Background: an optimization exercise with open tools, aiming at small area and a short achievable clock period. Do not read the settings as production practice. Only simulation tests tie the RTL to the original design; equivalence was not proved. Power is estimated from default activity; no workload was simulated.

===== design/flow/flow/run.sh =====
#!/bin/bash
# The standard layout (standard.sh: unchanged synthesis, steps and
# scripts), run in two parts:
#  - port buffers that global placement inserts are sky130_fd_sc_hd__buf_1
#    instead of the default pick; every port still gets its own buffer;
#  - timing repair aims for 4 ns of setup slack up to and including CTS,
#    and for 0 ns (plain repair of violations) after global routing.
set -euo pipefail
export BUFFER_PORTS_ARGS="-buffer_cell sky130_fd_sc_hd__buf_1"
SETUP_SLACK_MARGIN=4 bash standard.sh cts > standard_to_cts.log 2>&1
SETUP_SLACK_MARGIN=0 bash standard.sh > standard_finish.log 2>&1

===== design/flow/standard.sh =====
#!/bin/bash
# synth_recipe.tcl (not shown) runs the flow's synth.tcl, then flattens the netlist and writes it again
# the make line also repeats each setting of config.mk as NAME=value (left out here)
make -C /OpenROAD-flow-scripts/flow DESIGN_CONFIG=/design/flow/config.mk WORK_HOME=/design/flow/orfs CLKGATE_MAP_FILE= SYNTH_SCRIPT=/design/flow/synth_recipe.tcl "${@:-finish}"

===== design/flow/config.mk =====
export PLATFORM = sky130hd
export DESIGN_NAME = committed_store_buffer
export DESIGN_NICKNAME = committed_store_buffer
export VERILOG_FILES = /design/flow/design.v
export SDC_FILE = /design/flow/constraint.sdc
export NUM_CORES = 8
export LEC_CHECK = 0
export CAP_MARGIN = 20
export CORE_MARGIN = 2
export CORE_UTILIZATION = 65
export CTS_CLUSTER_DIAMETER = 100
export CTS_CLUSTER_SIZE = 20
export SLEW_MARGIN = 20
export SYNTH_HIERARCHICAL = 1

===== design/flow/constraint.sdc =====
create_clock -name core_clock -period 10.0 [get_ports {clk}]
set_input_delay 2.0000 -clock core_clock [delete_from_list [all_inputs] [get_ports {clk}]]
set_output_delay 2.0000 -clock core_clock [all_outputs]
set_load 0.01 [all_outputs]

===== design/flow/design.v =====
module committed_store_buffer #(
  parameter  int COMMIT_WIDTH = 4,
  parameter  int DEPTH        = 8,
  localparam int CNT_W        = $clog2(DEPTH) + 1
) (
  input  logic                         clk,
  input  logic                         rst,
  input  logic [COMMIT_WIDTH-1:0]      in_valid,
  input  logic [COMMIT_WIDTH*32-1:0]  in_addr,
  input  logic [COMMIT_WIDTH*32-1:0]  in_data,
  input  logic [COMMIT_WIDTH*4-1:0]   in_be,
  output logic [CNT_W-1:0]             free_slots,
  output logic                         empty,
  output logic                         overflow,
  output logic                         mem_req_valid,
  output logic [31:0]                  mem_req_addr,
  output logic [31:0]                  mem_req_data,
  output logic [3:0]                   mem_req_be,
  input  logic                         mem_req_ready,
  input  logic [31:0]                  ld_addr,
  output logic [3:0]                   fwd_mask,
  output logic [31:0]                  fwd_data
);
  logic [3:0] free_q;
  logic       ovf_q;
  logic [3:0] v, p, f;
  assign v    = in_valid;
  assign p[0] = |v;
  assign p[1] = (v[0] & v[1]) | (v[0] & v[2]) | (v[0] & v[3]) |
                (v[1] & v[2]) | (v[1] & v[3]) | (v[2] & v[3]);
  assign p[2] = (v[0] & v[1] & v[2]) | (v[0] & v[1] & v[3]) |
                (v[0] & v[2] & v[3]) | (v[1] & v[2] & v[3]);
  assign p[3] = &v;
  assign f[0] = |free_q;
  assign f[1] = free_q[3] | free_q[2] | free_q[1];
  assign f[2] = free_q[3] | free_q[2] | (free_q[1] & free_q[0]);
  assign f[3] = free_q[3] | free_q[2];
  logic       empty_w, accept, fire;
  logic [2:0] pc;
  assign empty_w = free_q[3];
  assign accept  = &(~p | f);
  assign fire    = !empty_w && mem_req_ready;
  assign pc      = {p[3], p[1] & ~p[3], (p[0] & ~p[1]) | (p[2] & ~p[3])};
  logic [7:0] live;
  for (genvar i = 0; i < 8; i++) begin : g_live
    assign live[i] = (free_q <= 4'(7 - i));
  end
  logic [7:0] bs;
  for (genvar m = 0; m < 8; m++) begin : g_base
    assign bs[m] = (free_q == 4'(8 - m) & !fire) | (free_q == 4'(7 - m) & fire);
  end
  logic [7:0] we;
  for (genvar i = 0; i < 8; i++) begin : g_we
    assign we[i] = accept & ((bs[i] & p[0]) |
                             ((i >= 1) ? bs[i >= 1 ? i - 1 : 0] & p[1] : 1'b0) |
                             ((i >= 2) ? bs[i >= 2 ? i - 2 : 0] & p[2] : 1'b0) |
                             ((i >= 3) ? bs[i >= 3 ? i - 3 : 0] & p[3] : 1'b0));
  end
  always_ff @(posedge clk) begin
    if (rst) begin
      free_q <= 4'd8;
      ovf_q  <= 1'b0;
    end else begin
      free_q <= free_q - (accept ? {1'b0, pc} : 4'd0) + {3'd0, fire};
      if (!accept) ovf_q <= 1'b1;
    end
  end
  logic [3:0] t4, o1, o2, o3;
  assign t4 = bs[3:0] | bs[7:4];
  assign o1 = {2'b0, v[0], ~v[0]};
  assign o2 = {1'b0, v[0] & v[1], v[0] ^ v[1], ~v[0] & ~v[1]};
  assign o3 = {v[0] & v[1] & v[2],
               (v[0] & v[1] & ~v[2]) | (v[0] & ~v[1] & v[2]) | (~v[0] & v[1] & v[2]),
               (v[0] & ~v[1] & ~v[2]) | (~v[0] & v[1] & ~v[2]) | (~v[0] & ~v[1] & v[2]),
               ~v[0] & ~v[1] & ~v[2]};
  logic [67:0] wp [4];
  for (genvar j = 0; j < 4; j++) begin : g_wp
    logic [3:0] tr;
    logic       s0, s1, s2, s3;
    assign tr = {t4[(j + 1) % 4], t4[(j + 2) % 4], t4[(j + 3) % 4], t4[j]};
    assign s0 = v[0] & tr[0];
    assign s1 = v[1] & |(o1 & tr);
    assign s2 = v[2] & |(o2 & tr);
    assign s3 = v[3] & |(o3 & tr);
    for (genvar k = 0; k < 68; k++) begin : g_bit
      logic [3:0] x;
      assign x[0] = k < 32 ? in_addr[k]      : k < 64 ? in_data[k - 32]      : in_be[k - 64];
      assign x[1] = k < 32 ? in_addr[32 + k] : k < 64 ? in_data[32 + k - 32] : in_be[4 + k - 64];
      assign x[2] = k < 32 ? in_addr[64 + k] : k < 64 ? in_data[64 + k - 32] : in_be[8 + k - 64];
      assign x[3] = k < 32 ? in_addr[96 + k] : k < 64 ? in_data[96 + k - 32] : in_be[12 + k - 64];
      csb_ao4 u_ao (.s({s3, s2, s1, s0}), .x(x), .y(wp[j][k]));
    end
  end
  logic [67:0] ent [8];
  for (genvar i = 0; i < 8; i++) begin : g_ent
    logic [67:0] ent_d;
    logic        sw, ss, sh;
    if (i == 0) begin : g_first
      assign sw = we[0] & !rst;
      assign ss = fire & !we[0] & !rst & live[1];
      assign sh = !fire & !we[0] & !rst;
    end else begin : g_rest
      assign sw = we[i];
      assign ss = fire & !we[i];
      assign sh = !fire & !we[i];
    end
    for (genvar k = 0; k < 68; k++) begin : g_bit
      if (i == 7) begin : g_last
        csb_hold u_h (.q(ent[i][k]), .d(wp[i % 4][k]), .we(sw), .wen(!sw), .y(ent_d[k]));
      end else begin : g_mux
        csb_mux3 u_m (.q(ent[i][k]), .qa(ent[i+1][k]), .d(wp[i % 4][k]),
                      .sh(sh), .ss(ss), .sw(sw), .y(ent_d[k]));
      end
    end
    always_ff @(posedge clk)
      ent[i] <= ent_d;
  end
  assign mem_req_addr  = ent[0][31:0];
  assign mem_req_data  = ent[0][63:32];
  assign mem_req_be    = ent[0][67:64];
  assign free_slots    = free_q;
  assign empty         = empty_w;
  assign overflow      = ovf_q;
  assign mem_req_valid = !empty_w;
  logic [7:0] nea, neb;
  for (genvar i = 0; i < 8; i++) begin : g_match
    csb_ne15 u_nea (.a(ent[i][16:2]),  .b(ld_addr[16:2]),  .ne(nea[i]));
    csb_ne15 u_neb (.a(ent[i][31:17]), .b(ld_addr[31:17]), .ne(neb[i]));
  end
  for (genvar b = 0; b < 4; b++) begin : g_byte
    logic [7:0] kb, sel, eq;
    for (genvar i = 0; i < 8; i++) begin : g_k
      assign kb[i] = live[i] & ent[i][64 + b];
      csb_nor2 u_eq (.a(nea[i]), .b(neb[i]), .y(eq[i]));
    end
    for (genvar i = 0; i < 8; i++) begin : g_sel
      if (i == 7) begin : g_top
        assign sel[i] = eq[i] & kb[i];
      end else begin : g_low
        csb_sel #(.N(7 - i)) u_sel (.eqi(eq[i]), .ki(kb[i]), .eo(eq[7:i+1]), .ko(kb[7:i+1]),
                                    .sel(sel[i]));
      end
    end
    csb_or8 u_mask (.s(eq), .x(kb), .y(fwd_mask[b]));
    for (genvar k = 0; k < 8; k++) begin : g_dbit
      csb_ao8 u_ao (.s(sel), .x({ent[7][32 + 8*b + k], ent[6][32 + 8*b + k],
                                 ent[5][32 + 8*b + k], ent[4][32 + 8*b + k],
                                 ent[3][32 + 8*b + k], ent[2][32 + 8*b + k],
                                 ent[1][32 + 8*b + k], ent[0][32 + 8*b + k]}),
                    .y(fwd_data[8*b + k]));
    end
  end
  logic unused_ld_lo;
  assign unused_ld_lo = ^ld_addr[1:0];
endmodule
module csb_mux3 (
  input  logic q,
  input  logic qa,
  input  logic d,
  input  logic sh,
  input  logic ss,
  input  logic sw,
  output logic y
);
  assign y = (q & sh) | (qa & ss) | (d & sw);
endmodule
module csb_hold (
  input  logic q,
  input  logic d,
  input  logic we,
  input  logic wen,
  output logic y
);
  assign y = (q & wen) | (d & we);
endmodule
module csb_ao4 (
  input  logic [3:0] s,
  input  logic [3:0] x,
  output logic       y
);
  assign y = |(s & x);
endmodule
module csb_ao8 (
  input  logic [7:0] s,
  input  logic [7:0] x,
  output logic       y
);
  assign y = |(s & x);
endmodule
module csb_or8 (
  input  logic [7:0] s,
  input  logic [7:0] x,
  output logic       y
);
  assign y = |(s & x);
endmodule
module csb_ne15 (
  input  logic [14:0] a,
  input  logic [14:0] b,
  output logic        ne
);
  assign ne = (a != b);
endmodule
module csb_nor2 (
  input  logic a,
  input  logic b,
  output logic y
);
  assign y = !(a | b);
endmodule
module csb_sel #(
  parameter int N = 7
) (
  input  logic         eqi,
  input  logic         ki,
  input  logic [N-1:0] eo,
  input  logic [N-1:0] ko,
  output logic         sel
);
  assign sel = eqi & ki & ~|(eo & ko);
endmodule

==> tab_implementation.tex, run 1 <==
\begin{tabular}{lr}
\hline
Metric & Value \\
\hline
\multicolumn{2}{l}{\textbf{Status}} \\
\quad Outcome & no timing/DRC/antenna violations \\
\multicolumn{2}{l}{\textbf{Finish}} \\
\quad Footprint of the multi-input gates & 18000 sq um \\
\quad Non-filler instance count after layout & 4406 \\
\quad Synth-to-Final Area Change & 19.5\% \\
\quad Final standard cell area without fillers & 35300 sq um \\
\quad FF/Latch Area & 11000 sq um \\
\quad Total of fill cells in the finished design & 3202 \\
\quad Ratio of cells with drive above 1 in the final layout & 0.123 \\
\quad Number of nets in the finished design & 4114 \\
\multicolumn{2}{l}{\textbf{GRT}} \\
\quad Number of global-route vias before repair & 35600 \\
\quad Number of antenna violations at the first check in global routing & 16 \\
\quad Remaining global-route overflow & 0 \\
\quad Maximum number of pins on one net before global-route repair & 70 \\
\quad Combined global-route utilization of all metal layers & 0.582 \\
\quad First-pass GRT wire length & 211 mm \\
\multicolumn{2}{l}{\textbf{Detailed routing}} \\
\quad Routed Antenna Nets & 0 \\
\quad Vias per cell & 8.32 \\
\quad Average wire length per cell after detail routing & 32.7 um \\
\quad Routed wire length on met3 & 29.0 mm \\
\quad Highest signal layer in the routed design & met5 \\
\quad Number of violations reported at the end of detailed-routing iteration 0 & 10400 \\
\quad M1 wire length & 44.1 mm \\
\quad Number of vias in the routed layout & 36700 \\
\quad Remaining routing DRC violations & 0 \\
\quad Final routed wirelength across all metal layers & 144 mm \\
\quad TritonRoute pass-1 iters & 15 \\
\quad Met2 routed wirelength & 55.9 mm \\
\multicolumn{2}{l}{\textbf{Placed design}} \\
\quad Dpl ws & 2.50 ns \\
\quad Buffers on Ports & 419 \\
\quad Detailed placement HPWL & 81.0 mm \\
\quad RePlAce Congestion & 1.01 \\
\quad Dpl cells & 4303 \\
\quad Dpl cell area & 32300 sq um \\
\multicolumn{2}{l}{\textbf{Timing}} \\
\quad Final worst path period share & 0.642 \\
\quad Headroom to the max-slew limit & 0.137 \\
\quad Max-slew violation count & 0 \\
\quad Final min period & 6.42 ns \\
\quad Clock tree skew after final layout & 0.0281 ns \\
\quad Final WS setup & 3.58 ns \\
\quad Setup repair after global routing missed its margin & no \\
\quad Post-route setup TNS & 0 ns \\
\quad Max frequency & 156 MHz \\
\quad Setup-violating endpoint count in the final report & 0 \\
\quad Final Hold Violating Endpoints & 0 \\
\quad Slew at the pin closest to its max-slew limit & 1.29 ns \\
\multicolumn{2}{l}{\textbf{Logic synthesis}} \\
\quad Largest cells by area after synthesis & sky130\_fd\_sc\_hd\_\_dfxtp\_1 37\%, sky130\_fd\_sc\_hd\_\_a22oi\_1 18\%, sky130\_fd\_sc\_hd\_\_a222oi\_1 17\%, sky130\_fd\_sc\_hd\_\_xor2\_1 7.2\%, sky130\_fd\_sc\_hd\_\_inv\_1 6.2\% \\
\quad Synthesized netlist cell count & 3254 \\
\quad Avg Synthesized Cell Area & 9.07 sq um \\
\quad Ys Warns & 10 \\
\quad Main synth FF type & sky130\_fd\_sc\_hd\_\_dfxtp\_1 \\
\quad Post-synthesis register bit count & 549 \\
\quad Netlist area before placement & 29500 sq um \\
\quad Sequential area share after synthesis & 0.372 \\
\quad Most frequently used cell type in the post-synthesis netlist & sky130\_fd\_sc\_hd\_\_a22oi\_1 \\
\quad Largest area contributor in the synthesized netlist & sky130\_fd\_sc\_hd\_\_dfxtp\_1 \\
\quad Ys async rst share & 0 \\
\quad Net Count, Synth & 3576 \\
\quad Most common library cells after synthesis & 712 x sky130\_fd\_sc\_hd\_\_a22oi\_1, 549 x sky130\_fd\_sc\_hd\_\_dfxtp\_1, 489 x sky130\_fd\_sc\_hd\_\_a222oi\_1 \\
\quad Post-synth EDFFs & 0 \\
\quad Library cells used by synthesis & 62 \\
\quad Area share of the largest cell type after synthesis & 0.372 \\
\multicolumn{2}{l}{\textbf{Floorplan}} \\
\quad Initial Utilization & 0.655 \\
\quad Vertical extent of the die & 217 um \\
\quad Area of the die & 47200 sq um \\
\quad Standard-cell row count & 78 \\
\quad Top Ports & 422 \\
\quad Horizontal extent of the die & 217 um \\
\quad Area of the core & 45100 sq um \\
\multicolumn{2}{l}{\textbf{Setup path}} \\
\quad Required @ worst endpoint & 8.00 ns \\
\quad Startpoint types & input pin \\
\quad Setup slack of the worst register-to-register path & 4.55 ns \\
\quad Reg-to-reg critical path endpoint & ent[3][0]\$\_DFF\_P\_ \\
\quad Source of the worst register-to-register timing path & free\_q[3]\$\_SDFF\_PP1\_ \\
\quad Reg2Reg Depth & 9 \\
\quad Arr. time, crit path & 4.42 ns \\
\quad Critical path fanouts, max & 8 \\
\quad Crit Path Category & input pin to primary output \\
\quad CP Capture Type & primary output \\
\multicolumn{2}{l}{\textbf{Clock tree}} \\
\quad Clock buffer depth & 3 \\
\quad Clock latency of the later-clocked register in the worst-skew pair & 0.65 ns \\
\quad CTS Buf Count & 31 \\
\quad Total of hold buffers inserted after clock tree synthesis & 0 \\
\quad Clock tree from TritonCTS & done \\
\quad Root Buffer Master & sky130\_fd\_sc\_hd\_\_clkbuf\_16 \\
\quad CTS H-tree depth & 1 \\
\quad Worst-path clk slew & 0.08 ns \\
\quad TritonCTS Sinks & 549 \\
\multicolumn{2}{l}{\textbf{Pwr}} \\
\quad Peak supply drop & 0.000231 V \\
\quad Power density relative to cell area & 274 nW/um\^{}2 \\
\quad P\_leak & 16.3 nW \\
\quad Total power after layout & 9.68 mW \\
\multicolumn{2}{l}{\textbf{Hold path}} \\
\quad Cell depth of the worst min-delay path & 2 \\
\quad Endpoint with the worst hold slack & ent[0][0]\$\_DFF\_P\_ \\
\quad Hold Startpoint & ent[1][0]\$\_DFF\_P\_ \\
\quad Hold crit path type & register to register \\
\multicolumn{2}{l}{\textbf{Job}} \\
\quad Max-cap check violation count & 0 \\
\hline
\end{tabular}
[kinds of logic (layout without fill, tap and decap cells)]
group / Yosys count / count (layout) / share of synthesized area
flip-flops: 549 / 549 / 0.372
other: 0 / 13 / 0
buffers and inverters: 505 / 1043 / 0.0673
AO/OA/AOI/OAI: 1336 / 1336 / 0.386
AND/OR/NAND/NOR: 609 / 610 / 0.0966
XOR/XNOR: 244 / 244 / 0.0726
adder cells (fa/ha/maj): 11 / 11 / 0.00492
[per-module statistics from Yosys (local to each module, per instance), excerpt]
module / cell area (sq um) / flip-flops and latches / cells / copies in the design
csb_ao8: 36.3 / 0 / 5 / 32
csb_ne15: 161 / 0 / 20 / 16
csb_or8: 36.3 / 0 / 5 / 4
csb_mux3: 13.8 / 0 / 2 / 476
csb_hold: 8.76 / 0 / 1 / 68
csb_nor2: 3.75 / 0 / 1 / 32
committed_store_buffer: 12500 / 549 / 778 / 1
csb_ao4: 18.8 / 0 / 3 / 272
[how the worst max path moves through the flow]
stage | startpoint | endpoint | cells past startpoint
3_3_place_gp | ld_addr[23] | fwd_data[18] | 10
6_report | ld_addr[6] | fwd_data[3] | 13
5_1_grt | ld_addr[3] | fwd_data[3] | 13
4_1_cts | ld_addr[6] | fwd_data[3] | 13
2_1_floorplan | in_valid[0] | ent[6][0]$_DFF_P_ | 10
3_5_place_dp | ld_addr[24] | fwd_data[18] | 10
[critical path, cell delays in order]
cell and delay (ns):
sky130_fd_sc_hd__buf_12 0.12, sky130_fd_sc_hd__xor2_1 0.18, sky130_fd_sc_hd__nor4_2 0.41, sky130_fd_sc_hd__nand4_1 0.19, sky130_fd_sc_hd__buf_6 0.20, sky130_fd_sc_hd__nor2_4 0.20, sky130_fd_sc_hd__a22oi_1 0.12, sky130_fd_sc_hd__nand2_1 0.15
sky130_fd_sc_hd__nor2_4 0.06, sky130_fd_sc_hd__buf_12 0.15, sky130_fd_sc_hd__a22oi_2 0.15, sky130_fd_sc_hd__nand4_1 0.25, sky130_fd_sc_hd__buf_2 0.23
[repair_timing]
action                     CTS  global route
setup endpoints to repair   36             0
setup buffers               54             0
gates resized for setup    385             0
[per-stage QoR]
step / utilization / hold WS [ns]
floorplan: - / 0.435
global placement: 0.716 / 0.442
detailed placement: 0.717 / 0.460
CTS: 0.781 / 0.480
global route: 0.782 / 0.510
finish: 0.783 / 0.481
[power by group]
part	internal (mW)	switching [mW]	leakage [nW]	total (mW)
clock network	0.561	0.770	0.400	1.33
registers	2.99	0.838	4.48	3.83
logic	1.47	3.04	11.4	4.52
total	5.03	4.65	16.3	9.68
[sequential cells by signal, summed over array words and instances (netlist names)]
register and flops:
ent 544, free_q 4, ovf_q 1
[area by class of cell]
class                           count  area share
Multi-Input combinational cell   2201       0.511
Sequential cell                   549       0.311
Timing Repair Buffer              522      0.0801
Inverter                          487      0.0519
Clock buffer                       32      0.0224
Tap cell                          600      0.0213
Antenna cell                       13    0.000922
Clock inverter                      2    0.000567
[layout by cell type (no fill, tap or decap), types with 13 or more instances in the layout]
master | Yosys | final
sky130_fd_sc_hd__and2_1 | 21 | 21
sky130_fd_sc_hd__diode_2 | 0 | 13
sky130_fd_sc_hd__dfxtp_1 | 549 | 549
sky130_fd_sc_hd__buf_6 | 1 | 38
sky130_fd_sc_hd__buf_1 | 0 | 357
sky130_fd_sc_hd__buf_12 | 0 | 15
sky130_fd_sc_hd__buf_4 | 3 | 70
sky130_fd_sc_hd__a22oi_2 | 3 | 88
sky130_fd_sc_hd__inv_1 | 486 | 485
sky130_fd_sc_hd__nand4_1 | 56 | 56
sky130_fd_sc_hd__nand2_1 | 325 | 320
sky130_fd_sc_hd__a22oi_1 | 712 | 627
sky130_fd_sc_hd__nor3_1 | 22 | 15
sky130_fd_sc_hd__a22o_1 | 76 | 76
sky130_fd_sc_hd__nor2_1 | 78 | 24
sky130_fd_sc_hd__nor4_2 | 0 | 37
sky130_fd_sc_hd__a222oi_1 | 489 | 489
sky130_fd_sc_hd__nor2_4 | 0 | 51
sky130_fd_sc_hd__clkbuf_16 | 0 | 31
sky130_fd_sc_hd__xor2_2 | 0 | 16
sky130_fd_sc_hd__xor2_1 | 242 | 226
sky130_fd_sc_hd__buf_2 | 4 | 41
[layer usage]
metal | global-route usage | vias up
li1 | - | 14400
met2 | 0.812 | 4322
met1 | 0.705 | 16600
met4 | 0.443 | 12
met3 | 0.248 | 1366
met5 | 0.0167 | -
==> run 2: changes to the inputs <==
--- a/design/flow/config.mk
+++ b/design/flow/config.mk
@@ -7,7 +7,7 @@
 export LEC_CHECK = 0
 export CAP_MARGIN = 20
 export CORE_MARGIN = 2
-export CORE_UTILIZATION = 65
+export CORE_UTILIZATION = 55
 export CTS_CLUSTER_DIAMETER = 100
 export CTS_CLUSTER_SIZE = 20
 export SLEW_MARGIN = 20
==> run 2 against run 1 <==
Effect of this change: wire length grew 3.5%; via count decreased by 2.8%; clock power hardly changed; synthesized cell count stayed put; power down 0.24%; count of clock-buffer cells in the layout shrank 1; critical endpoint is now fwd_data[16]; largest cell class unchanged; highest routed layer is now met4.
==> tab_implementation.tex, run 2 <==
\begin{tabular}{lr}
\hline
Metric & Value \\
\hline
\multicolumn{2}{l}{\textbf{Floorplan}} \\
\quad Vertical extent of the die & 236 um (+8.5\%) \\
\quad Standard-cell row count & 84 (+7.7\%) \\
\quad Horizontal extent of the die & 236 um (+8.5\%) \\
\quad Area of the core & 52900 sq um (+17\%) \\
\quad Top Ports & 422 (unchanged) \\
\quad Area of the die & 55600 sq um (+18\%) \\
\quad Initial Utilization & 0.559 (-0.0964) \\
\multicolumn{2}{l}{\textbf{Detailed routing}} \\
\quad Remaining routing DRC violations & 0 (unchanged) \\
\quad Number of violations reported at the end of detailed-routing iteration 0 & 8681 (-16\%) \\
\quad Vias per cell & 7.92 (-4.9\%) \\
\quad TritonRoute pass-1 iters & 15 (unchanged) \\
\quad Average wire length per cell after detail routing & 33.1 um (+1.3\%) \\
\quad Number of vias in the routed layout & 35700 (-2.8\%) \\
\quad Routed Antenna Nets & 0 (unchanged) \\
\quad Final routed wirelength across all metal layers & 149 mm (+3.5\%) \\
\multicolumn{2}{l}{\textbf{Logic synthesis}} \\
\quad Post-synthesis adder-cell area fraction & 0.00492 (unchanged) \\
\quad Avg Synthesized Cell Area & 9.07 sq um (unchanged) \\
\quad Combinational family with the most area after synthesis & compound AO/OA/AOI/OAI gates \\
\quad Largest area contributor in the synthesized netlist & sky130\_fd\_sc\_hd\_\_dfxtp\_1 \\
\quad Post-synth EDFFs & 0 (unchanged) \\
\quad Ys Warns & 10 (unchanged) \\
\quad Post-synthesis register bit count & 549 (unchanged) \\
\quad Most common library cells after synthesis & 712 x sky130\_fd\_sc\_hd\_\_a22oi\_1, 549 x sky130\_fd\_sc\_hd\_\_dfxtp\_1, 489 x sky130\_fd\_sc\_hd\_\_a222oi\_1 \\
\quad Largest cells by area after synthesis & sky130\_fd\_sc\_hd\_\_dfxtp\_1 37\%, sky130\_fd\_sc\_hd\_\_a22oi\_1 18\%, sky130\_fd\_sc\_hd\_\_a222oi\_1 17\%, sky130\_fd\_sc\_hd\_\_xor2\_1 7.2\%, sky130\_fd\_sc\_hd\_\_inv\_1 6.2\% \\
\quad Sequential area share after synthesis & 0.372 (unchanged) \\
\quad Library cells used by synthesis & 62 (unchanged) \\
\quad Ys async rst share & 0 (unchanged) \\
\quad Netlist area before placement & 29500 sq um (unchanged) \\
\quad Net Count, Synth & 3576 (unchanged) \\
\quad Compound-cell area share of the yosys netlist & 0.386 (unchanged) \\
\quad Xor-xnor portion of the synthesized cell area & 0.0726 (unchanged) \\
\quad Synthesized netlist cell count & 3254 (unchanged) \\
\quad Main synth FF type & sky130\_fd\_sc\_hd\_\_dfxtp\_1 \\
\quad Synth Area in Simple Gates & 0.0966 (unchanged) \\
\quad Area share of the largest cell type after synthesis & 0.372 (unchanged) \\
\quad Mux contribution to synthesized area & 0 (unchanged) \\
\quad Most frequently used cell type in the post-synthesis netlist & sky130\_fd\_sc\_hd\_\_a22oi\_1 \\
\multicolumn{2}{l}{\textbf{Pwr}} \\
\quad Total power after layout & 9.66 mW (-0.24\%) \\
\quad NetSw & 4.63 mW (-0.40\%) \\
\quad Part of the total power dissipated in sequential elements & 0.394 (-0.002) \\
\quad Peak supply drop & 0.000313 V (+35\%) \\
\quad Internal & 5.02 mW (-0.10\%) \\
\quad Power density relative to cell area & 273 nW/um\^{}2 (-0.44\%) \\
\quad Clk network pwr share & 0.137 (about the same) \\
\quad P\_leak & 16.3 nW (+0.21\%) \\
\quad Net switching share of the total power & 0.480 (-0.000736) \\
\quad Part of the total power dissipated in combinational logic & 0.469 (+0.002) \\
\multicolumn{2}{l}{\textbf{Clock tree}} \\
\quad Clock latency of the later-clocked register in the worst-skew pair & 0.66 ns (about the same) \\
\quad CTS Buf Count & 31 (unchanged) \\
\quad Clock buffer depth & 3 (unchanged) \\
\quad Worst-path clk slew & 0.09 ns (about the same) \\
\quad Root Buffer Master & sky130\_fd\_sc\_hd\_\_clkbuf\_16 \\
\quad CTS H-tree depth & 1 (unchanged) \\
\quad Clock tree from TritonCTS & done \\
\quad TritonCTS Sinks & 549 (unchanged) \\
\multicolumn{2}{l}{\textbf{GRT}} \\
\quad Combined global-route utilization of all metal layers & 0.503 (-0.0791) \\
\quad First-pass GRT wire length & 214 mm (+1.5\%) \\
\quad Number of global-route vias before repair & 34300 (-3.6\%) \\
\quad Remaining global-route overflow & 0 (unchanged) \\
\quad Maximum number of pins on one net before global-route repair & 58 (-17\%) \\
\quad Number of antenna violations at the first check in global routing & 10 (-6) \\
\multicolumn{2}{l}{\textbf{Setup path}} \\
\quad Required @ worst endpoint & 8.00 ns (about the same) \\
\quad Startpoint types & input pin \\
\quad CP Capture Type & primary output \\
\quad Crit Path Category & input pin to primary output \\
\quad Critical path fanouts, max & 8 (unchanged) \\
\quad Arr. time, crit path & 4.39 ns (-0.03 ns) \\
\multicolumn{2}{l}{\textbf{Finish}} \\
\quad Footprint of the multi-input gates & 18000 sq um (-0.36\%) \\
\quad Reg with most FFs & ent \\
\quad Number of nets in the finished design & 4124 (+0.24\%) \\
\quad Total of fill cells in the finished design & 4400 (+37\%) \\
\quad Largest registers in the final layout & ent: 544 flops, free\_q: 4 flops, ovf\_q: 1 flops \\
\quad Ratio of cells with drive above 1 in the final layout & 0.123 (+0.000434) \\
\quad Max FFs per register & 544 (unchanged) \\
\quad FF/Latch Area & 11000 sq um (unchanged) \\
\quad Synth-to-Final Area Change & 19.7\% \\
\quad Leading cell type in the layout, fill and taps excluded & sky130\_fd\_sc\_hd\_\_a22oi\_1 \\
\quad Most frequent cells in the layout & 633 x sky130\_fd\_sc\_hd\_\_a22oi\_1, 549 x sky130\_fd\_sc\_hd\_\_dfxtp\_1, 489 x sky130\_fd\_sc\_hd\_\_a222oi\_1, 485 x sky130\_fd\_sc\_hd\_\_inv\_1, 357 x sky130\_fd\_sc\_hd\_\_buf\_1 \\
\multicolumn{2}{l}{\textbf{Status}} \\
\quad Outcome & no timing/DRC/antenna violations \\
\multicolumn{2}{l}{\textbf{Timing}} \\
\quad Max frequency & 157 MHz (+0.57\%) \\
\quad Setup repair after global routing missed its margin & no \\
\quad Slew at the pin closest to its max-slew limit & 1.27 ns (-0.0256 ns) \\
\quad Setup-violating endpoint count in the final report & 0 (unchanged) \\
\quad Headroom to the max-slew limit & 0.152 (+0.0151) \\
\quad Final Hold Violating Endpoints & 0 (unchanged) \\
\quad Final min period & 6.39 ns (-0.0366 ns) \\
\quad Clock tree skew after final layout & 0.0235 ns (-0.00460 ns) \\
\quad Post-route setup TNS & 0 ns (unchanged) \\
\quad Final worst path period share & 0.639 (-0.00366) \\
\quad Max-slew violation count & 0 (unchanged) \\
\multicolumn{2}{l}{\textbf{Placed design}} \\
\quad Detailed placement HPWL & 86.6 mm (+6.9\%) \\
\quad Buffers on Ports & 419 (unchanged) \\
\quad RePlAce Congestion & 0.974 (-3.1\%) \\
\multicolumn{2}{l}{\textbf{Job}} \\
\quad Max-cap check violation count & 0 (unchanged) \\
\multicolumn{2}{l}{\textbf{Hold path}} \\
\quad Hold crit path type & register to register \\
\hline
\end{tabular}
[run 2: cell counts after synthesis]
No cell type changed its count.
[run 2: per-stage QoR]
step | cells | utilization | area (sq um) | setup WS (ns) | hold slack, ns
final | 4503 | 0.669 | 35400 | 3.61 | 0.470
after global placement | 4393 | 0.613 | 32400 | 2.42 | 0.443
after CTS | 4492 | 0.668 | 35300 | 3.81 | 0.471
after global routing | 4501 | 0.669 | 35400 | 3.57 | 0.499
after detailed placement | 4397 | 0.615 | 32500 | 2.39 | 0.457
after floorplan | 3254 | - | 29600 | 3.98 | 0.435
[run 2: layer usage]
| metal | GRT usage | part of all wire | vias to the layer above |
|---|---|---|---|
| li1 | - | - | 14400 |
| met1 | 0.619 | 0.34 | 16700 |
| met2 | 0.734 | 0.41 | 3624 |
| met3 | 0.185 | 0.18 | 906 |
| met4 | 0.335 | 0.077 | 0 |
| met5 | 0.00693 | 0 | - |
[run 2: modules after synthesis, one instance, submodules excluded, excerpt]
module,cells inside,times used
csb_or8,5,4
csb_mux3,2,476
csb_ao4,3,272
csb_ne15,20,16
csb_nor2,1,32
csb_ao8,5,32
csb_hold,1,68
committed_store_buffer,778,1
[run 2: cells by family after synthesis]
group,Yosys count
and+or+nand+nor,609
buffers and inverters,505
xor gates and xnor gates,244
adders and majority gates,11
DFF,549
AOI/OAI and AO/OA,1336
[run 2: layout make-up]
| type | count | area share |
|---|---|---|
| Antenna cell | 11 | 0.000779 |
| Clock buffer | 31 | 0.0219 |
| Clock inverter | 4 | 0.000743 |
| Inverter | 487 | 0.0518 |
| Multi-Input combinational cell | 2201 | 0.509 |
| Sequential cell | 549 | 0.311 |
| Tap cell | 688 | 0.0243 |
| Timing Repair Buffer | 532 | 0.0810 |
[run 2: worst max-delay path, stage by stage]
cell                      delay, ns
sky130_fd_sc_hd__buf_6         0.13
sky130_fd_sc_hd__xor2_2        0.19
sky130_fd_sc_hd__nor4_2        0.41
sky130_fd_sc_hd__nand4_1       0.17
sky130_fd_sc_hd__buf_6         0.20
sky130_fd_sc_hd__nor2_4        0.19
sky130_fd_sc_hd__buf_6         0.13
sky130_fd_sc_hd__a22oi_1       0.08
sky130_fd_sc_hd__nand2_1       0.13
sky130_fd_sc_hd__nor2_4        0.09
sky130_fd_sc_hd__a22oi_1       0.17
sky130_fd_sc_hd__nand4_1       0.24
sky130_fd_sc_hd__buf_2         0.23
[run 2: path summary, 6_finish.rpt]
| path | start | to | slack, ns | cells past startpoint |
|---|---|---|---|---|
| setup / recovery | ld_addr[31] | fwd_data[16] | 3.61 | 13 |
| hold / removal | ent[3][0]$_DFF_P_ | ent[2][0]$_DFF_P_ | 0.47 | 2 |
| setup reg to reg | free_q[3]$_SDFF_PP1_ | ent[1][52]$_DFF_P_ | 5.01 | 12 |
| hold reg to reg | ent[3][0]$_DFF_P_ | ent[2][0]$_DFF_P_ | 0.47 | 2 |
[run 2: timing repair]
item / 4_1_cts / 5_1_grt
hold buffers: 0 / 0
endpoints found under the setup margin: 49 / 0
buffers inserted: 59 / 0
gates resized for setup: 383 / 0
[run 2: power by group through the flow]
stage	clock network, mW	registers [mW]	logic (mW)
after CTS	1.31	3.76	4.24
after floorplan	0	3.57	2.53
after global routing	1.38	3.87	4.63
after global placement	0	3.72	4.00
after detailed placement	0	3.76	4.11
final	1.32	3.80	4.53
==> run 3: changes to the inputs <==
--- a/design/flow/config.mk
+++ b/design/flow/config.mk
@@ -7,8 +7,9 @@
 export LEC_CHECK = 0
 export CAP_MARGIN = 20
 export CORE_MARGIN = 2
-export CORE_UTILIZATION = 55
+export CORE_UTILIZATION = 40
 export CTS_CLUSTER_DIAMETER = 100
 export CTS_CLUSTER_SIZE = 20
 export SLEW_MARGIN = 20
 export SYNTH_HIERARCHICAL = 1
+export TNS_END_PERCENT = 0
==> run 3 against run 2 <==
Effect of this change: still clean; worst setup slack got worse by 0.16 ns; first-iteration DRC count fell by 14%; sequential share of layout area rose by 0.71 points; power fell by 2.1%; maximum frequency fell by 2.4%; critical path depth fell by 2; final cell count rose by 5.6%; critical path type unchanged.
==> tab_implementation.tex, run 3 <==
\begin{tabular}{lr}
\hline
Metric & Value \\
\hline
\multicolumn{2}{l}{\textbf{Finish}} \\
\quad Number of nets in the finished design & 4099 (-0.61\%) \\
\quad Largest registers in the final layout & ent: 544 flops, free\_q: 4 flops, ovf\_q: 1 flops \\
\quad Reg with most FFs & ent \\
\quad Most frequent cells in the layout & 711 x sky130\_fd\_sc\_hd\_\_a22oi\_1, 549 x sky130\_fd\_sc\_hd\_\_dfxtp\_1, 489 x sky130\_fd\_sc\_hd\_\_a222oi\_1, 486 x sky130\_fd\_sc\_hd\_\_inv\_1, 387 x sky130\_fd\_sc\_hd\_\_buf\_1 \\
\quad Synth-to-Final Area Change & 17.1\% \\
\quad Ratio of cells with drive above 1 in the final layout & 0.0741 (-0.0490) \\
\quad FF/Latch Area & 11000 sq um (unchanged) \\
\quad Footprint of the multi-input gates & 17200 sq um (-4.1\%) \\
\quad Max FFs per register & 544 (unchanged) \\
\quad Leading cell type in the layout, fill and taps excluded & sky130\_fd\_sc\_hd\_\_a22oi\_1 \\
\quad Total of fill cells in the finished design & 7256 (+65\%) \\
\quad Non-filler instance count after layout & 4756 (+5.6\%) \\
\multicolumn{2}{l}{\textbf{Floorplan}} \\
\quad Horizontal extent of the die & 276 um (+17\%) \\
\quad Area of the core & 73100 sq um (+38\%) \\
\quad Area of the die & 76000 sq um (+37\%) \\
\quad Vertical extent of the die & 276 um (+17\%) \\
\quad Initial Utilization & 0.404 (-0.155) \\
\quad Top Ports & 422 (unchanged) \\
\quad Standard-cell row count & 99 (+18\%) \\
\multicolumn{2}{l}{\textbf{Timing}} \\
\quad Final Hold Violating Endpoints & 0 (unchanged) \\
\quad Setup-violating endpoint count in the final report & 0 (unchanged) \\
\quad Final min period & 6.54 ns (+0.158 ns) \\
\quad Max-slew violation count & 0 (unchanged) \\
\quad Max frequency & 153 MHz (-2.4\%) \\
\quad Post-route setup TNS & 0 ns (unchanged) \\
\quad Final worst path period share & 0.654 (+0.0158) \\
\quad Clock tree skew after final layout & 0.0257 ns (+0.00217 ns) \\
\quad Slew at the pin closest to its max-slew limit & 1.24 ns (-0.0306 ns) \\
\quad Setup repair after global routing missed its margin & no \\
\quad Headroom to the max-slew limit & 0.174 (+0.0224) \\
\multicolumn{2}{l}{\textbf{Placed design}} \\
\quad Detailed placement HPWL & 89.2 mm (+3.0\%) \\
\quad RePlAce Congestion & 0.959 (-1.6\%) \\
\quad Buffers on Ports & 419 (unchanged) \\
\quad Dpl cells & 4669 (+6.2\%) \\
\multicolumn{2}{l}{\textbf{Setup path}} \\
\quad Longest individual stage delay on the worst path & 0.43 ns (+0.02 ns) \\
\quad Reg2Reg Depth & 12 (unchanged) \\
\quad Critical path fanouts, max & 8 (unchanged) \\
\quad Source of the worst register-to-register timing path & free\_q[3]\$\_SDFF\_PP1\_ \\
\quad CP Capture Type & primary output \\
\quad Required @ worst endpoint & 8.00 ns (about the same) \\
\quad Startpoint types & input pin \\
\quad Crit Path Category & input pin to primary output \\
\quad Slowest-stage cell, CP & sky130\_fd\_sc\_hd\_\_nor4\_2 \\
\quad Arr. time, crit path & 4.54 ns (+0.15 ns) \\
\quad Worst path cell trace & buf\_2, xor2\_1, nor4\_2, nand4\_1, buf\_4, nor2\_4, a222oi\_1, and4\_4, a22oi\_1, nand4\_1, buf\_2 \\
\quad Reg-to-reg critical path endpoint & ent[5][49]\$\_DFF\_P\_ \\
\quad Setup slack of the worst register-to-register path & 5.04 ns (+0.03 ns) \\
\multicolumn{2}{l}{\textbf{Logic synthesis}} \\
\quad Ys Warns & 10 (unchanged) \\
\quad Ys async rst share & 0 (unchanged) \\
\quad Area share of the largest cell type after synthesis & 0.372 (unchanged) \\
\quad Library cells used by synthesis & 62 (unchanged) \\
\quad Main synth FF type & sky130\_fd\_sc\_hd\_\_dfxtp\_1 \\
\quad Net Count, Synth & 3576 (unchanged) \\
\quad Largest area contributor in the synthesized netlist & sky130\_fd\_sc\_hd\_\_dfxtp\_1 \\
\quad Avg Synthesized Cell Area & 9.07 sq um (unchanged) \\
\quad Largest cells by area after synthesis & sky130\_fd\_sc\_hd\_\_dfxtp\_1 37\%, sky130\_fd\_sc\_hd\_\_a22oi\_1 18\%, sky130\_fd\_sc\_hd\_\_a222oi\_1 17\%, sky130\_fd\_sc\_hd\_\_xor2\_1 7.2\%, sky130\_fd\_sc\_hd\_\_inv\_1 6.2\% \\
\quad Most frequently used cell type in the post-synthesis netlist & sky130\_fd\_sc\_hd\_\_a22oi\_1 \\
\quad Post-synthesis register bit count & 549 (unchanged) \\
\quad Sequential area share after synthesis & 0.372 (unchanged) \\
\quad Post-synth EDFFs & 0 (unchanged) \\
\quad Most common library cells after synthesis & 712 x sky130\_fd\_sc\_hd\_\_a22oi\_1, 549 x sky130\_fd\_sc\_hd\_\_dfxtp\_1, 489 x sky130\_fd\_sc\_hd\_\_a222oi\_1 \\
\quad Synthesized netlist cell count & 3254 (unchanged) \\
\quad Netlist area before placement & 29500 sq um (unchanged) \\
\multicolumn{2}{l}{\textbf{Pwr}} \\
\quad Power density relative to cell area & 274 nW/um\^{}2 (+0.18\%) \\
\quad P\_leak & 15.9 nW (-2.4\%) \\
\quad Peak supply drop & 0.000165 V (-47\%) \\
\quad Total power after layout & 9.46 mW (-2.1\%) \\
\multicolumn{2}{l}{\textbf{GRT}} \\
\quad Number of antenna violations at the first check in global routing & 31 (+21) \\
\quad Combined global-route utilization of all metal layers & 0.372 (-0.131) \\
\quad Number of global-route vias before repair & 31000 (-9.7\%) \\
\quad Remaining global-route overflow & 0 (unchanged) \\
\quad First-pass GRT wire length & 210 mm (-1.6\%) \\
\quad Maximum number of pins on one net before global-route repair & 69 (+19\%) \\
\multicolumn{2}{l}{\textbf{Status}} \\
\quad Outcome & no timing/DRC/antenna violations \\
\multicolumn{2}{l}{\textbf{Clock tree}} \\
\quad Root Buffer Master & sky130\_fd\_sc\_hd\_\_clkbuf\_16 \\
\quad CTS H-tree depth & 1 (unchanged) \\
\quad Worst-path clk slew & 0.08 ns (about the same) \\
\quad Clock tree from TritonCTS & done \\
\quad TritonCTS Sinks & 549 (unchanged) \\
\quad Clock buffer depth & 3 (unchanged) \\
\quad Clock latency of the later-clocked register in the worst-skew pair & 0.65 ns (about the same) \\
\quad CTS Buf Count & 31 (unchanged) \\
\multicolumn{2}{l}{\textbf{Hold path}} \\
\quad Cell depth of the worst min-delay path & 2 (unchanged) \\
\quad Endpoint with the worst hold slack & ent[3][0]\$\_DFF\_P\_ \\
\quad Hold Startpoint & ent[4][0]\$\_DFF\_P\_ \\
\quad Hold crit path type & register to register \\
\multicolumn{2}{l}{\textbf{Detailed routing}} \\
\quad Number of violations reported at the end of detailed-routing iteration 0 & 7432 (-14\%) \\
\quad Average wire length per cell after detail routing & 31.5 um (-4.9\%) \\
\quad TritonRoute pass-1 iters & 28 (+13) \\
\quad Number of vias in the routed layout & 33800 (-5.2\%) \\
\quad Routed Antenna Nets & 0 (unchanged) \\
\quad Remaining routing DRC violations & 0 (unchanged) \\
\quad Vias per cell & 7.10 (-10\%) \\
\quad Final routed wirelength across all metal layers & 150 mm (+0.40\%) \\
\multicolumn{2}{l}{\textbf{Job}} \\
\quad Max-cap check violation count & 0 (unchanged) \\
\hline
\end{tabular}
run 3: worst max-delay path by stage:
stage                startpoint  depth (start not counted)           endpoint
finish               ld_addr[6]                         11        fwd_data[5]
global route        ld_addr[18]                         11       fwd_data[29]
CTS                 ld_addr[28]                         13        fwd_data[5]
detailed placement  ld_addr[18]                         10       fwd_data[24]
global placement    ld_addr[18]                         10       fwd_data[24]
floorplan           in_valid[0]                         10  ent[4][0]$_DFF_P_
run 3: modules after synthesis (local to each module, per instance), excerpt:
module    area [sq um]  times used
csb_ne15           161          16
csb_ao8           36.3          32
csb_or8           36.3           4
csb_ao4           18.8         272
csb_mux3          13.8         476
csb_hold          8.76          68
csb_nor2          3.75          32
run 3: power breakdown:
group          internal (mW)  total [mW]  switching (mW)
registers               2.99        3.75           0.760
clock network          0.589        1.36           0.775
logic                   1.45        4.34            2.89
run 3: worst max-delay path: cells and delay by family:
family	cells	cell delay (ns)
XOR/XNOR	1	0.19
buffers and inverters	3	0.65
AND/OR/NAND/NOR	5	1.35
AO/OA/AOI/OAI	2	0.34
run 3: layout make-up:
cell class                 instances  share of cell area
antenna                           16             0.00116
multi-input combinational       2200               0.499
tap                              959              0.0347
sequential                       549               0.318
clock buffer                      34              0.0231
inverter                         487              0.0529
timing repair buffer             508              0.0704
clock inverter                     3             0.00127
run 3: per-stage QoR:
step	cell area (sq um)	utilization	setup slack, ns	hold WS (ns)
6_report	34600	0.473	3.46	0.475
5_1_grt	34600	0.473	3.35	0.505
4_1_cts	34500	0.472	3.59	0.478
3_5_place_dp	32900	0.449	2.23	0.453
3_3_place_gp	32800	0.449	2.25	0.450
2_1_floorplan	29600	-	3.94	0.436
run 3: repair_timing:
item | in CTS | in global routing
buffers inserted | 32 | 0
endpoints found under the hold margin | 0 | 0
setup endpoints to repair | 36 | 0
hold buffers | 0 | 0
resized for setup | 138 | 0
run 3: cells by family (layout without fill, tap and decap cells):
family          count (synthesis)  in the layout  synth area share
simple gates                  609            609            0.0966
xor+xnor                      244            244            0.0726
fa+ha+maj                      11             11           0.00492
buf+inv                       505           1032            0.0673
other cells                     0             16                 0
flops                         549            549             0.372
compound gates               1336           1336             0.386
run 3: per-layer routing:
layer | part of all wire | routed length [um] | track usage | up-vias
met4 | 0.049 | 7350 | 0.171 | 30
met5 | 0.0011 | 172 | 0 | -
met2 | 0.43 | 64200 | 0.562 | 2766
met3 | 0.14 | 21300 | 0.0937 | 503
li1 | - | - | - | 14400
met1 | 0.38 | 56600 | 0.498 | 16100
==> run 4: changes to the inputs <==
--- a/design/flow/config.mk
+++ b/design/flow/config.mk
@@ -12,4 +12,3 @@
 export CTS_CLUSTER_SIZE = 20
 export SLEW_MARGIN = 20
 export SYNTH_HIERARCHICAL = 1
-export TNS_END_PERCENT = 0
==> run 4 against run 3 <==
Effect of this change: clock skew is 0.0087 ns lower; global-route usage up 0.25 points; still clean on timing, DRC and antenna; cell area increased by 2.3%; worst setup slack gained 0.089 ns; sequential cell count did not move.
==> tab_implementation.tex, run 4 <==
\begin{tabular}{lr}
\hline
Metric & Value \\
\hline
\multicolumn{2}{l}{\textbf{Clock tree}} \\
\quad CTS Buf Count & 31 (unchanged) \\
\quad CTS H-tree depth & 1 (unchanged) \\
\quad Clock tree from TritonCTS & done \\
\quad Total of hold buffers inserted after clock tree synthesis & 0 (unchanged) \\
\quad Clock latency of the later-clocked register in the worst-skew pair & 0.63 ns (-0.02 ns) \\
\quad Clock buffer depth & 3 (unchanged) \\
\quad Worst-path clk slew & 0.08 ns (about the same) \\
\quad Root Buffer Master & sky130\_fd\_sc\_hd\_\_clkbuf\_16 \\
\quad TritonCTS Sinks & 549 (unchanged) \\
\multicolumn{2}{l}{\textbf{GRT}} \\
\quad Met3 Resource Use GR & 0.0967 (+0.00296) \\
\quad First-pass GRT wire length & 213 mm (+1.4\%) \\
\quad Met2 Track Usage GR & 0.550 (-0.0120) \\
\quad Number of global-route vias before repair & 31800 (+2.7\%) \\
\quad Most used routing layer in global routing & met2 \\
\quad Number of antenna violations at the first check in global routing & 31 (unchanged) \\
\quad Remaining global-route overflow & 0 (unchanged) \\
\quad Maximum number of pins on one net before global-route repair & 69 (unchanged) \\
\quad Combined global-route utilization of all metal layers & 0.374 (+0.00252) \\
\quad Met1 Usage GRT & 0.508 (+0.0100) \\
\multicolumn{2}{l}{\textbf{Setup path}} \\
\quad CP Capture Type & primary output \\
\quad Reg2Reg Depth & 10 (-2) \\
\quad Critical path fanouts, max & 8 (unchanged) \\
\quad Startpoint types & input pin \\
\quad Setup slack of the worst register-to-register path & 4.96 ns (-0.08 ns) \\
\quad Most common cell type on the critical path & sky130\_fd\_sc\_hd\_\_nand4\_1 \\
\quad Longest individual stage delay on the worst path & 0.36 ns (-0.07 ns) \\
\quad Slowest-stage cell, CP & sky130\_fd\_sc\_hd\_\_nor4\_2 \\
\quad Arr. time, crit path & 4.46 ns (-0.08 ns) \\
\quad Worst path cell trace & buf\_2, xor2\_1, nor4\_2, nand4\_1, buf\_6, nor2\_4, a22oi\_1, nand4\_1, nor2\_4, buf\_12, a22oi\_2, nand4\_1, buf\_2 \\
\quad CP Capture Point & fwd\_data[12] \\
\quad Reg-to-reg critical path endpoint & ent[2][38]\$\_DFF\_P\_ \\
\quad Crit Path Category & input pin to primary output \\
\quad Crit. Startpoint & ld\_addr[5] \\
\quad Source of the worst register-to-register timing path & free\_q[0]\$\_SDFF\_PP0\_ \\
\quad Required @ worst endpoint & 8.00 ns (about the same) \\
\multicolumn{2}{l}{\textbf{Logic synthesis}} \\
\quad Net Count, Synth & 3576 (unchanged) \\
\quad Avg Synthesized Cell Area & 9.07 sq um (unchanged) \\
\quad Synthesized netlist cell count & 3254 (unchanged) \\
\quad Largest area contributor in the synthesized netlist & sky130\_fd\_sc\_hd\_\_dfxtp\_1 \\
\quad Area share of the largest cell type after synthesis & 0.372 (unchanged) \\
\quad Sequential area share after synthesis & 0.372 (unchanged) \\
\quad Largest cells by area after synthesis & sky130\_fd\_sc\_hd\_\_dfxtp\_1 37\%, sky130\_fd\_sc\_hd\_\_a22oi\_1 18\%, sky130\_fd\_sc\_hd\_\_a222oi\_1 17\%, sky130\_fd\_sc\_hd\_\_xor2\_1 7.2\%, sky130\_fd\_sc\_hd\_\_inv\_1 6.2\% \\
\quad Ys Warns & 10 (unchanged) \\
\quad Library cells used by synthesis & 62 (unchanged) \\
\quad Netlist area before placement & 29500 sq um (unchanged) \\
\quad Main synth FF type & sky130\_fd\_sc\_hd\_\_dfxtp\_1 \\
\quad Ys async rst share & 0 (unchanged) \\
\quad Post-synth EDFFs & 0 (unchanged) \\
\quad Most frequently used cell type in the post-synthesis netlist & sky130\_fd\_sc\_hd\_\_a22oi\_1 \\
\quad Post-synthesis register bit count & 549 (unchanged) \\
\quad Most common library cells after synthesis & 712 x sky130\_fd\_sc\_hd\_\_a22oi\_1, 549 x sky130\_fd\_sc\_hd\_\_dfxtp\_1, 489 x sky130\_fd\_sc\_hd\_\_a222oi\_1 \\
\multicolumn{2}{l}{\textbf{Timing}} \\
\quad Final min period & 6.46 ns (-0.0890 ns) \\
\quad Final worst path period share & 0.646 (-0.00890) \\
\quad Max-slew violation count & 0 (unchanged) \\
\quad Setup repair after global routing missed its margin & no \\
\quad Slew at the pin closest to its max-slew limit & 1.21 ns (-0.0277 ns) \\
\quad Setup-violating endpoint count in the final report & 0 (unchanged) \\
\quad Clock tree skew after final layout & 0.0170 ns (-0.00867 ns) \\
\quad Max frequency & 155 MHz (+1.4\%) \\
\quad Final Hold Violating Endpoints & 0 (unchanged) \\
\quad Headroom to the max-slew limit & 0.191 (+0.0165) \\
\quad Post-route setup TNS & 0 ns (unchanged) \\
\multicolumn{2}{l}{\textbf{Floorplan}} \\
\quad Top Ports & 422 (unchanged) \\
\quad Horizontal extent of the die & 276 um (unchanged) \\
\quad Area of the die & 76000 sq um (unchanged) \\
\quad Vertical extent of the die & 276 um (unchanged) \\
\quad Area of the core & 73100 sq um (unchanged) \\
\quad Initial Utilization & 0.404 (unchanged) \\
\quad Standard-cell row count & 99 (unchanged) \\
\multicolumn{2}{l}{\textbf{Finish}} \\
\quad Leading cell type in the layout, fill and taps excluded & sky130\_fd\_sc\_hd\_\_a22oi\_1 \\
\quad Largest registers in the final layout & ent: 544 flops, free\_q: 4 flops, ovf\_q: 1 flops \\
\quad Max FFs per register & 544 (unchanged) \\
\quad Ratio of cells with drive above 1 in the final layout & 0.105 (+0.0308) \\
\quad Number of nets in the finished design & 4116 (+0.41\%) \\
\quad Reg with most FFs & ent \\
\quad Most frequent cells in the layout & 668 x sky130\_fd\_sc\_hd\_\_a22oi\_1, 549 x sky130\_fd\_sc\_hd\_\_dfxtp\_1, 489 x sky130\_fd\_sc\_hd\_\_a222oi\_1, 485 x sky130\_fd\_sc\_hd\_\_inv\_1, 363 x sky130\_fd\_sc\_hd\_\_buf\_1 \\
\quad Synth-to-Final Area Change & 19.8\% \\
\multicolumn{2}{l}{\textbf{Pwr}} \\
\quad Part of the total power dissipated in combinational logic & 0.465 (+0.006) \\
\quad Internal & 5.04 mW (+0.20\%) \\
\quad Peak supply drop & 0.000262 V (+59\%) \\
\quad Total power after layout & 9.55 mW (+0.95\%) \\
\quad P\_leak & 16.2 nW (+1.8\%) \\
\quad NetSw & 4.51 mW (+1.8\%) \\
\quad Net switching share of the total power & 0.472 (+0.00399) \\
\quad Clk network pwr share & 0.140 (-0.004) \\
\quad Part of the total power dissipated in sequential elements & 0.395 (-0.002) \\
\quad Power density relative to cell area & 270 nW/um\^{}2 (-1.4\%) \\
\multicolumn{2}{l}{\textbf{Hold path}} \\
\quad Hold crit path type & register to register \\
\multicolumn{2}{l}{\textbf{Detailed routing}} \\
\quad Average wire length per cell after detail routing & 31.3 um (-0.58\%) \\
\quad Routed Antenna Nets & 0 (unchanged) \\
\quad Final routed wirelength across all metal layers & 149 mm (about the same) \\
\quad TritonRoute pass-1 iters & 27 (-3.6\%) \\
\quad Vias per cell & 7.12 (+0.24\%) \\
\quad Remaining routing DRC violations & 0 (unchanged) \\
\quad Number of violations reported at the end of detailed-routing iteration 0 & 7433 (+0.013\%) \\
\quad Number of vias in the routed layout & 34000 (+0.72\%) \\
\multicolumn{2}{l}{\textbf{Status}} \\
\quad Outcome & no timing/DRC/antenna violations \\
\multicolumn{2}{l}{\textbf{Job}} \\
\quad Max-cap check violation count & 0 (unchanged) \\
\multicolumn{2}{l}{\textbf{Placed design}} \\
\quad Buffers on Ports & 419 (unchanged) \\
\quad RePlAce Congestion & 0.887 (-7.5\%) \\
\quad Detailed placement HPWL & 87.9 mm (-1.5\%) \\
\hline
\end{tabular}
==> run 4: cell counts after synthesis <==
Identical to the previous run, type by type.
==> run 4: layout make-up <==
cell class | instances | area (sq um)
Fill cell | 7164 | 37700
Multi-Input combinational cell | 2200 | 17800
Sequential cell | 549 | 11000
Timing Repair Buffer | 525 | 2710
Inverter | 487 | 1830
Tap cell | 959 | 1200
Clock buffer | 31 | 776
Antenna cell | 26 | 65.1
Clock inverter | 2 | 38.8
==> run 4: cells by family after synthesis <==
logic type | share of synthesized area
fa+ha+maj | 0.00492
xor+xnor | 0.0726
buf+inv | 0.0673
flops | 0.372
simple gates | 0.0966
compound gates | 0.386
==> run 4: per-stage QoR <==
stage                util  hold slack (ns)  area (sq um)  worst slack, ns  instances
global placement    0.449            0.446         32800             2.26       4670
CTS                 0.483            0.474         35300             3.71       4752
global route        0.484            0.491         35400             3.40       4771
floorplan               -            0.435         29600             3.98       3254
detailed placement  0.449            0.455         32800             2.24       4670
finish              0.484            0.474         35400             3.54       4779
==> run 4: worst min-delay path by stage <==
stage,startpoint,end,depth (start not counted)
2_1_floorplan,ent[6][0]$_DFF_P_,ent[5][0]$_DFF_P_,2
3_3_place_gp,ent[3][0]$_DFF_P_,ent[2][0]$_DFF_P_,2
3_5_place_dp,ent[1][1]$_DFF_P_,ent[0][1]$_DFF_P_,2
4_1_cts,ent[1][1]$_DFF_P_,ent[0][1]$_DFF_P_,2
5_1_grt,ent[1][1]$_DFF_P_,ent[0][1]$_DFF_P_,2
6_report,ent[1][1]$_DFF_P_,ent[0][1]$_DFF_P_,2
==> run 4: worst max-delay path: cells and delay by family <==
kind                   cells  cell delay, ns
XOR/XNOR                   1            0.19
AND/OR/NAND/NOR            6            1.22
buffers and inverters      4            0.74
AO/OA/AOI/OAI              2            0.28
==> run 4: Yosys stat by module (local to each module, per instance), a selection <==
module / cells inside / flip-flops and latches / cell area, sq um / times used
csb_or8: 5 / 0 / 36.3 / 4
csb_hold: 1 / 0 / 8.76 / 68
csb_nor2: 1 / 0 / 3.75 / 32
csb_ne15: 20 / 0 / 161 / 16
csb_mux3: 2 / 0 / 13.8 / 476
committed_store_buffer: 778 / 549 / 12500 / 1
csb_ao4: 3 / 0 / 18.8 / 272
csb_ao8: 5 / 0 / 36.3 / 32
==> run 4: repair_timing <==
item,in CTS,in global routing
endpoints found under the setup margin,36,0
resized for setup,288,0
hold endpoints to repair,0,0
setup buffers,49,0
==> run 4: power groups by stage <==
stage | Clock (mW) | Combinational [mW] | Sequential, mW
2_1_floorplan | 0 | 2.53 | 3.57
3_3_place_gp | 0 | 4.06 | 3.76
3_5_place_dp | 0 | 4.12 | 3.76
4_1_cts | 1.35 | 4.22 | 3.74
5_1_grt | 1.43 | 4.63 | 3.85
6_report | 1.34 | 4.44 | 3.77
==> run 4: metal layers <==
metal,vias to the layer above,routed length [um],share of wire
li1,14400,-,-
met1,16200,57200,0.38
met2,2962,63200,0.42
met3,524,21800,0.15
met4,14,7130,0.048
met5,-,88,0.00059
==> run 5: changes to the inputs <==
==> design/flow/flow/run.sh (replaced) <==
#!/bin/bash
# The standard layout (standard.sh: unchanged synthesis, steps and
# scripts), run in two parts:
#  - port buffers that global placement inserts are sky130_fd_sc_hd__buf_1
#    instead of the default pick; every port still gets its own buffer;
#  - timing repair aims for 5 ns of setup slack up to and including CTS,
#    and for 0 ns (plain repair of violations) after global routing.
set -euo pipefail
export BUFFER_PORTS_ARGS="-buffer_cell sky130_fd_sc_hd__buf_1"
SETUP_SLACK_MARGIN=5 bash standard.sh cts > standard_to_cts.log 2>&1
SETUP_SLACK_MARGIN=0 bash standard.sh > standard_finish.log 2>&1
--- a/design/flow/config.mk
+++ b/design/flow/config.mk
@@ -12,3 +12,4 @@
 export CTS_CLUSTER_SIZE = 20
 export SLEW_MARGIN = 20
 export SYNTH_HIERARCHICAL = 1
+export TNS_END_PERCENT = 0
==> run 5 against run 4 <==
Effect of this change: global-route usage fell by 0.36 points; combinational power decreased by 2%; final cell count is essentially flat; count of clock-buffer cells in the layout grew 8; power increased by 1.3%; critical path depth down 2; area after synthesis stayed put; register-to-register slack improved by 0.14 ns; synthesized cell count did not move; sequential share of layout area rose by 0.11 points; non-clock buffer count down 9; critical path type unchanged.
==> tab_implementation.tex, run 5 <==
\begin{tabular}{lr}
\hline
Metric & Value \\
\hline
\multicolumn{2}{l}{\textbf{Status}} \\
\quad Outcome & no timing/DRC/antenna violations \\
\multicolumn{2}{l}{\textbf{Detailed routing}} \\
\quad Number of vias in the routed layout & 34000 (-0.17\%) \\
\quad Average wire length per cell after detail routing & 30.9 um (-1.0\%) \\
\quad TritonRoute pass-1 iters & 29 (+7.4\%) \\
\quad Final routed wirelength across all metal layers & 148 mm (-0.98\%) \\
\quad Vias per cell & 7.11 (-0.23\%) \\
\quad Routed Antenna Nets & 0 (unchanged) \\
\quad Remaining routing DRC violations & 0 (unchanged) \\
\multicolumn{2}{l}{\textbf{Logic synthesis}} \\
\quad Avg Synthesized Cell Area & 9.07 sq um (unchanged) \\
\quad Largest area contributor in the synthesized netlist & sky130\_fd\_sc\_hd\_\_dfxtp\_1 \\
\quad Library cells used by synthesis & 62 (unchanged) \\
\quad Most frequently used cell type in the post-synthesis netlist & sky130\_fd\_sc\_hd\_\_a22oi\_1 \\
\quad Sequential area share after synthesis & 0.372 (unchanged) \\
\quad Ys async rst share & 0 (unchanged) \\
\quad Main synth FF type & sky130\_fd\_sc\_hd\_\_dfxtp\_1 \\
\quad Net Count, Synth & 3576 (unchanged) \\
\quad Most common library cells after synthesis & 712 x sky130\_fd\_sc\_hd\_\_a22oi\_1, 549 x sky130\_fd\_sc\_hd\_\_dfxtp\_1, 489 x sky130\_fd\_sc\_hd\_\_a222oi\_1 \\
\quad Largest cells by area after synthesis & sky130\_fd\_sc\_hd\_\_dfxtp\_1 37\%, sky130\_fd\_sc\_hd\_\_a22oi\_1 18\%, sky130\_fd\_sc\_hd\_\_a222oi\_1 17\%, sky130\_fd\_sc\_hd\_\_xor2\_1 7.2\%, sky130\_fd\_sc\_hd\_\_inv\_1 6.2\% \\
\quad Area share of the largest cell type after synthesis & 0.372 (unchanged) \\
\quad Post-synthesis register bit count & 549 (unchanged) \\
\multicolumn{2}{l}{\textbf{Floorplan}} \\
\quad Vertical extent of the die & 276 um (unchanged) \\
\quad Standard-cell row count & 99 (unchanged) \\
\quad Horizontal extent of the die & 276 um (unchanged) \\
\quad Top Ports & 422 (unchanged) \\
\quad Initial Utilization & 0.404 (unchanged) \\
\quad Area of the core & 73100 sq um (unchanged) \\
\multicolumn{2}{l}{\textbf{Finish}} \\
\quad Reg with most FFs & ent \\
\quad Most frequent cells in the layout & 692 x sky130\_fd\_sc\_hd\_\_a22oi\_1, 549 x sky130\_fd\_sc\_hd\_\_dfxtp\_1, 489 x sky130\_fd\_sc\_hd\_\_a222oi\_1, 485 x sky130\_fd\_sc\_hd\_\_inv\_1, 379 x sky130\_fd\_sc\_hd\_\_buf\_1 \\
\quad Largest registers in the final layout & ent: 544 flops, free\_q: 4 flops, ovf\_q: 1 flops \\
\quad Final core utilization & 0.482 (-0.00178) \\
\quad Max FFs per register & 544 (unchanged) \\
\quad Synth-to-Final Area Change & 19.4\% \\
\quad Number of nets in the finished design & 4112 (-0.097\%) \\
\quad Ratio of cells with drive above 1 in the final layout & 0.0943 (-0.0106) \\
\multicolumn{2}{l}{\textbf{Setup path}} \\
\quad Crit Path Category & input pin to primary output \\
\quad Arr. time, crit path & 4.45 ns (about the same) \\
\quad CP Capture Type & primary output \\
\quad Critical path fanouts, max & 8 (unchanged) \\
\multicolumn{2}{l}{\textbf{GRT}} \\
\quad Combined global-route utilization of all metal layers & 0.371 (-0.00365) \\
\quad Met1 Usage GRT & 0.491 (-0.0165) \\
\quad Maximum number of pins on one net before global-route repair & 69 (unchanged) \\
\quad Number of antenna violations at the first check in global routing & 29 (-6.5\%) \\
\quad Number of global-route vias before repair & 31600 (-0.76\%) \\
\quad Most used routing layer in global routing & met2 \\
\quad First-pass GRT wire length & 212 mm (-0.80\%) \\
\quad Remaining global-route overflow & 0 (unchanged) \\
\quad Met2 Track Usage GR & 0.558 (+0.00772) \\
\multicolumn{2}{l}{\textbf{Timing}} \\
\quad Setup repair after global routing missed its margin & no \\
\quad Final Hold Violating Endpoints & 0 (unchanged) \\
\quad Max frequency & 155 MHz (+0.11\%) \\
\quad Final min period & 6.45 ns (-0.00686 ns) \\
\quad Worst hold slack across all endpoints & 0.472 ns (-0.00180 ns) \\
\quad Max-slew violation count & 0 (unchanged) \\
\quad Post-route setup TNS & 0 ns (unchanged) \\
\quad Slew at the pin closest to its max-slew limit & 1.28 ns (+0.0671 ns) \\
\quad Headroom to the max-slew limit & 0.146 (-0.0449) \\
\quad Final worst path period share & 0.645 (-0.000686) \\
\multicolumn{2}{l}{\textbf{Clock tree}} \\
\quad Worst-path clk slew & 0.08 ns (about the same) \\
\quad Clock tree from TritonCTS & done \\
\quad Root Buffer Master & sky130\_fd\_sc\_hd\_\_clkbuf\_16 \\
\quad TritonCTS Sinks & 549 (unchanged) \\
\quad CTS Buf Count & 34 (+9.7\%) \\
\quad Clock latency of the later-clocked register in the worst-skew pair & 0.60 ns (-0.03 ns) \\
\multicolumn{2}{l}{\textbf{Pwr}} \\
\quad P\_leak & 16.1 nW (-0.28\%) \\
\quad Peak supply drop & 0.000305 V (+16\%) \\
\quad Total power after layout & 9.67 mW (+1.3\%) \\
\quad Power density relative to cell area & 274 nW/um\^{}2 (+1.7\%) \\
\multicolumn{2}{l}{\textbf{Placed design}} \\
\quad Buffers on Ports & 419 (unchanged) \\
\quad Detailed placement HPWL & 88.3 mm (+0.49\%) \\
\quad RePlAce Congestion & 0.940 (+6.0\%) \\
\multicolumn{2}{l}{\textbf{Job}} \\
\quad Max-cap check violation count & 0 (unchanged) \\
\hline
\end{tabular}
==> run 5: cell counts after synthesis <==
No cell type changed its count.
==> run 5: per-layer routing <==
metal | part of all wire | wire length [um]
met4 | 0.042 | 6190
met2 | 0.43 | 64200
met5 | 0.00056 | 83
met3 | 0.14 | 21300
met1 | 0.38 | 56200
==> run 5: path summary, 6_finish.rpt <==
path	start	to	slack [ns]	depth (start not counted)
setup / recovery	ld_addr[27]	fwd_data[22]	3.55	11
hold / removal	ent[7][1]$_DFF_P_	ent[6][1]$_DFF_P_	0.47	2
setup reg to reg	free_q[2]$_SDFF_PP0_	ent[1][2]$_DFF_P_	5.10	9
hold reg to reg	ent[7][1]$_DFF_P_	ent[6][1]$_DFF_P_	0.47	2
==> run 5: area by class of cell <==
cell class / count / area, sq um / share of cell area
multi-input cells: 2202 / 17600 / 0.498
flip-flops and latches: 549 / 11000 / 0.312
repair buffers: 516 / 2560 / 0.0726
inverters: 487 / 1830 / 0.0520
well taps: 959 / 1200 / 0.0340
clock buffers: 39 / 953 / 0.0270
clock inverters: 4 / 82.6 / 0.00234
diodes: 26 / 65.1 / 0.00185
==> run 5: report_power, final <==
part           switching, mW  leakage [nW]  internal, mW  total, mW
Sequential             0.762          4.48          2.99       3.76
Clock                  0.814         0.511         0.734       1.55
Combinational           2.91          11.1          1.46       4.37
==> run 5: critical path: stages <==
cell	delay (ns)
sky130_fd_sc_hd__buf_12	0.12
sky130_fd_sc_hd__xor2_1	0.16
sky130_fd_sc_hd__nor4_2	0.52
sky130_fd_sc_hd__nand4_1	0.20
sky130_fd_sc_hd__buf_6	0.20
sky130_fd_sc_hd__nor2_4	0.18
sky130_fd_sc_hd__a222oi_1	0.14
sky130_fd_sc_hd__and4_4	0.28
sky130_fd_sc_hd__a22oi_2	0.19
sky130_fd_sc_hd__nand4_1	0.23
sky130_fd_sc_hd__buf_2	0.22
==> run 5: per-stage QoR <==
stage                     instances  setup WS, ns  instance area, sq um
after floorplan                3254          4.02                 29600
after global placement         4665          2.32                 32800
after detailed placement       4665          2.30                 32800
after CTS                      4755          3.73                 35200
after global routing           4773          3.42                 35200
final                          4782          3.55                 35300
==> run 5: cell families (layout without fill, tap and decap cells) <==
group | Yosys count | in the layout | share of synthesized area
buf+inv | 505 | 1046 | 0.0673
simple gates | 609 | 611 | 0.0966
other cells | 0 | 26 | 0
flops | 549 | 549 | 0.372
fa+ha+maj | 11 | 11 | 0.00492
compound gates | 1336 | 1336 | 0.386
xor+xnor | 244 | 244 | 0.0726
==> run 5: what timing repair did <==
action / CTS / global route
setup buffers: 45 / 0
setup endpoints to repair: 530 / 0
hold endpoints to repair: 0 / 0
resized for setup: 223 / 0
==> run 5: Yosys stat by module (local to each module, per instance), a selection <==
module	cells inside	area (sq um)	times used	flip-flops and latches
committed_store_buffer	778	12500	1	549
csb_ao4	3	18.8	272	0
csb_ao8	5	36.3	32	0
csb_hold	1	8.76	68	0
csb_mux3	2	13.8	476	0
csb_ne15	20	161	16	0
csb_nor2	1	3.75	32	0
csb_or8	5	36.3	4	0

Check on run 5: ideal ports give 3.551 ns setup slack; a clkbuf_16 on the clock port and buf_2 on the inputs give 3.473 ns; moving port delays by the midpoint clock arrival (0.651 ns) as well gives 3.438 ns.
